What follows belongs to an exercise in optimizing a design on an open flow for small area; a production flow would make more cautious choices.
Only simulation tests tie the RTL to the original design; equivalence was not proved.
Power and IR drop assume default switching activity.

## multi_button_debouncer
module multi_button_debouncer #(
  parameter int CHANNELS = mbd_pkg::CHANNELS_DEF
) (
  input  logic                        clk,
  input  logic                        rst_n,
  input  logic                        in_valid,
  output logic                        in_ready,
  input  logic [mbd_pkg::FIELD_W-1:0] in_raw_levels,
  input  logic [mbd_pkg::FIELD_W-1:0] in_clear_pressed,
  input  logic [mbd_pkg::FIELD_W-1:0] in_clear_released,
  output logic                        out_valid,
  input  logic                        out_ready,
  output logic [mbd_pkg::FIELD_W-1:0] out_stable_levels,
  output logic [mbd_pkg::FIELD_W-1:0] out_previous_raw,
  output logic [mbd_pkg::FIELD_W-1:0] out_pressed_flags,
  output logic [mbd_pkg::FIELD_W-1:0] out_released_flags,
  input  logic                        psel,
  input  logic                        penable,
  input  logic                        pwrite,
  input  logic [mbd_pkg::ADDR_W-1:0]  paddr,
  input  logic [mbd_pkg::DATA_W-1:0]  pwdata,
  output logic [mbd_pkg::DATA_W-1:0]  prdata,
  output logic                        pready
);
For scale: ~1100 cells after synthesis, about 210 flip-flops, ~130 I/O pins, ~0.010 mm2 of cells after synthesis.
Settings: LEC_CHECK=0, CAP_MARGIN=20, CORE_MARGIN=2, CORE_UTILIZATION=60, PLACE_DENSITY=0.75, SLEW_MARGIN=20; clock period 5.0 ns.
standard.sh (not shown) runs the stock make flow with config.mk's settings and CLKGATE_MAP_FILE= SYNTH_SCRIPT=/design/flow/synth_recipe.tcl, a recipe that flattens the netlist after the stock synthesis.
==> flow/flow/run.sh <==
#!/bin/bash
# Standard layout, except: synthesis maps with an area-oriented ABC script
# (flow/abc_area.script, through flow/synth.tcl, which otherwise is the standard flow's
# standard synthesis script), port buffers are the smallest buffer, and the
# clock tree uses larger sink clusters without dummy loads.
# Each tool's output is in orfs/logs; make's own output goes to make_finish.log.
set -euo pipefail
export MY_ABC_SCRIPT=$PWD/flow/abc_area.script
bash standard.sh \
  "SYNTH_SCRIPT=$PWD/flow/synth.tcl" \
  "BUFFER_PORTS_ARGS=-buffer_cell sky130_fd_sc_hd__buf_1" \
  "CTS_ARGS=-sink_clustering_enable -repair_clock_nets -dont_use_dummy_load -sink_clustering_size 16 -sink_clustering_max_diameter 60 -buf_list {sky130_fd_sc_hd__clkbuf_8}" \
  finish > make_finish.log 2>&1
==> flow/flow/abc_area.script <==
&get -n
&st
&dch
&nf -R 15
&put
buffer -c
topo
stime -c
upsize -c
dnsize -c
==> flow/flow/synth.tcl <==
proc synth {args} { yosys synth -nofsm -noshare {*}$args }
proc abc {args} {
  set i [lsearch -exact $args -script]
  if {$i >= 0} { set args [lreplace $args [expr {$i+1}] [expr {$i+1}] $::env(MY_ABC_SCRIPT)] }
  yosys abc {*}$args
}
source $::env(SCRIPTS_DIR)/synth.tcl
# left out here: clear keep_hierarchy, flatten, clean up, hide names made inside functions, write 1_2_yosys.v
The baseline produced a clean layout.
Next try:
--- a/flow/flow/run.sh
+++ b/flow/flow/run.sh
@@ -10,4 +10,4 @@
   "SYNTH_SCRIPT=$PWD/flow/synth.tcl" \
   "BUFFER_PORTS_ARGS=-buffer_cell sky130_fd_sc_hd__buf_1" \
-  "CTS_ARGS=-sink_clustering_enable -repair_clock_nets -dont_use_dummy_load -sink_clustering_size 16 -sink_clustering_max_diameter 60 -buf_list {sky130_fd_sc_hd__clkbuf_8}" \
+  "CTS_ARGS=-sink_clustering_enable -repair_clock_nets -dont_use_dummy_load -sink_clustering_size 20 -sink_clustering_max_diameter 80 -buf_list {sky130_fd_sc_hd__clkbuf_8}" \
   finish > make_finish.log 2>&1
==> flow/flow/abc_area.script (replaced) <==
&get -n
&st
&dch
&nf -R 1000
&put
buffer -c
topo
stime -c
upsize -c
dnsize -c
This time the run produced a layout that fails on negative setup slack; core utilization increases by 3.6 points; via count went down by about 9%; first-iteration DRC count shrinks by about 13%; hold slack is about the same; cell count came out lower by about 5%; combinational power grows by 37%; design area went up by 1.2%; routed wire length shrinks by about 7%; synthesized cell count drops by about 10%.
Next try:
==> flow/flow/run.sh (replaced) <==
#!/bin/bash
# Standard layout, except: synthesis maps with an area-oriented ABC script
# (flow/abc_area.script, through flow/synth.tcl, which otherwise is the standard flow's
# standard synthesis script); the floorplan removes synthesis buffers (global
# placement is not timing driven); one tie cell per constant; port buffers are
# the smallest buffer; the clock tree uses larger sink clusters without dummy
# loads. Each tool's output is in orfs/logs; make's own output goes to
# make_finish.log.
set -euo pipefail
export MY_ABC_SCRIPT=$PWD/flow/abc_area.script
bash standard.sh \
  "SYNTH_SCRIPT=$PWD/flow/synth.tcl" \
  "REMOVE_ABC_BUFFERS=1" \
  "SKIP_REPAIR_TIE_FANOUT=1" \
  "BUFFER_PORTS_ARGS=-buffer_cell sky130_fd_sc_hd__buf_1" \
  "CTS_ARGS=-sink_clustering_enable -repair_clock_nets -dont_use_dummy_load -sink_clustering_size 30 -sink_clustering_max_diameter 120 -buf_list {sky130_fd_sc_hd__clkbuf_8 sky130_fd_sc_hd__clkbuf_16}" \
  finish > make_finish.log 2>&1
==> flow/flow/abc_area.script (replaced) <==
&get -n
&st
&dch
&nf -R 30
&put
Settings changed: GPL_TIMING_DRIVEN set to 0.
Now the flow completed without violations; critical path depth drops by 5; setup slack gains 1300 ps; clock skew hardly moves.
Next try:
==> flow/flow/run.sh (replaced) <==
#!/bin/bash
# Standard layout, except: synthesis maps with an area-oriented ABC script
# (flow/abc_area.script, through flow/synth.tcl, which otherwise is the standard flow's
# standard synthesis script), port buffers are the smallest buffer, and the
# clock tree uses larger sink clusters without dummy loads.
# Each tool's output is in orfs/logs; make's own output goes to make_finish.log.
set -euo pipefail
export MY_ABC_SCRIPT=$PWD/flow/abc_area.script
bash standard.sh \
  "SYNTH_SCRIPT=$PWD/flow/synth.tcl" \
  "BUFFER_PORTS_ARGS=-buffer_cell sky130_fd_sc_hd__buf_1" \
  "CTS_ARGS=-sink_clustering_enable -repair_clock_nets -dont_use_dummy_load -sink_clustering_size 30 -sink_clustering_max_diameter 120 -buf_list {sky130_fd_sc_hd__clkbuf_16}" \
  finish > make_finish.log 2>&1
==> flow/flow/abc_area.script (replaced) <==
&get -n
&st
&dch
&nf -R 1000
&put
buffer -c
topo
stime -c
upsize -c
dnsize -c
Settings changed: GPL_TIMING_DRIVEN 0 to unset.
This time the run finished with negative setup slack left.
Power climbs by a few percent.
Die area climbs slightly.
Combinational power climbs by well over a third.
Clock-buffer cell count is unchanged.

-- re-timing with driven ports --
How much do the figures lean on ideal ports? The routed layouts below were timed once more, with nothing changed but the port constraints.
Step 1, drivers: a clkbuf_16 drives clk and a buf_2 each remaining input, both assumed.
Step 2 times the ports against the registers' clock, not the clock port: input delays grow and output delays shrink by t, the midpoint of the rising clock arrivals with the driver on.
Slacks: no drivers / after step 1 / after step 2; pairs: no drivers / after step 1.
| run | t (ns) | slack for setup (ns) | worst hold slack (ns) | clock arrival spread, ns | worst slew at a driven data input, ns |
|---|---|---|---|---|---|
| the first run | 0.528 | 1.766 / 1.766 / 1.282 | 0.511 / 0.511 / 0.511 | 0.043 / 0.043 | 0.06 |
| the second run | 0.536 | -0.609 / -0.609 / -0.609 | 0.513 / 0.513 / 0.513 | 0.024 / 0.025 | 0.05 |
| the third run | 0.489 | 0.698 / 0.698 / 0.514 | 0.491 / 0.491 / 0.491 | 0.024 / 0.023 | 0.04 |
| the fourth run | 0.495 | -0.555 / -0.555 / -0.555 | 0.504 / 0.504 / 0.504 | 0.021 / 0.021 | 0.05 |
For the first run, which loses most, drivers alone change the setup slack by 0.000 ns; drivers and shift together by -0.484 ns.
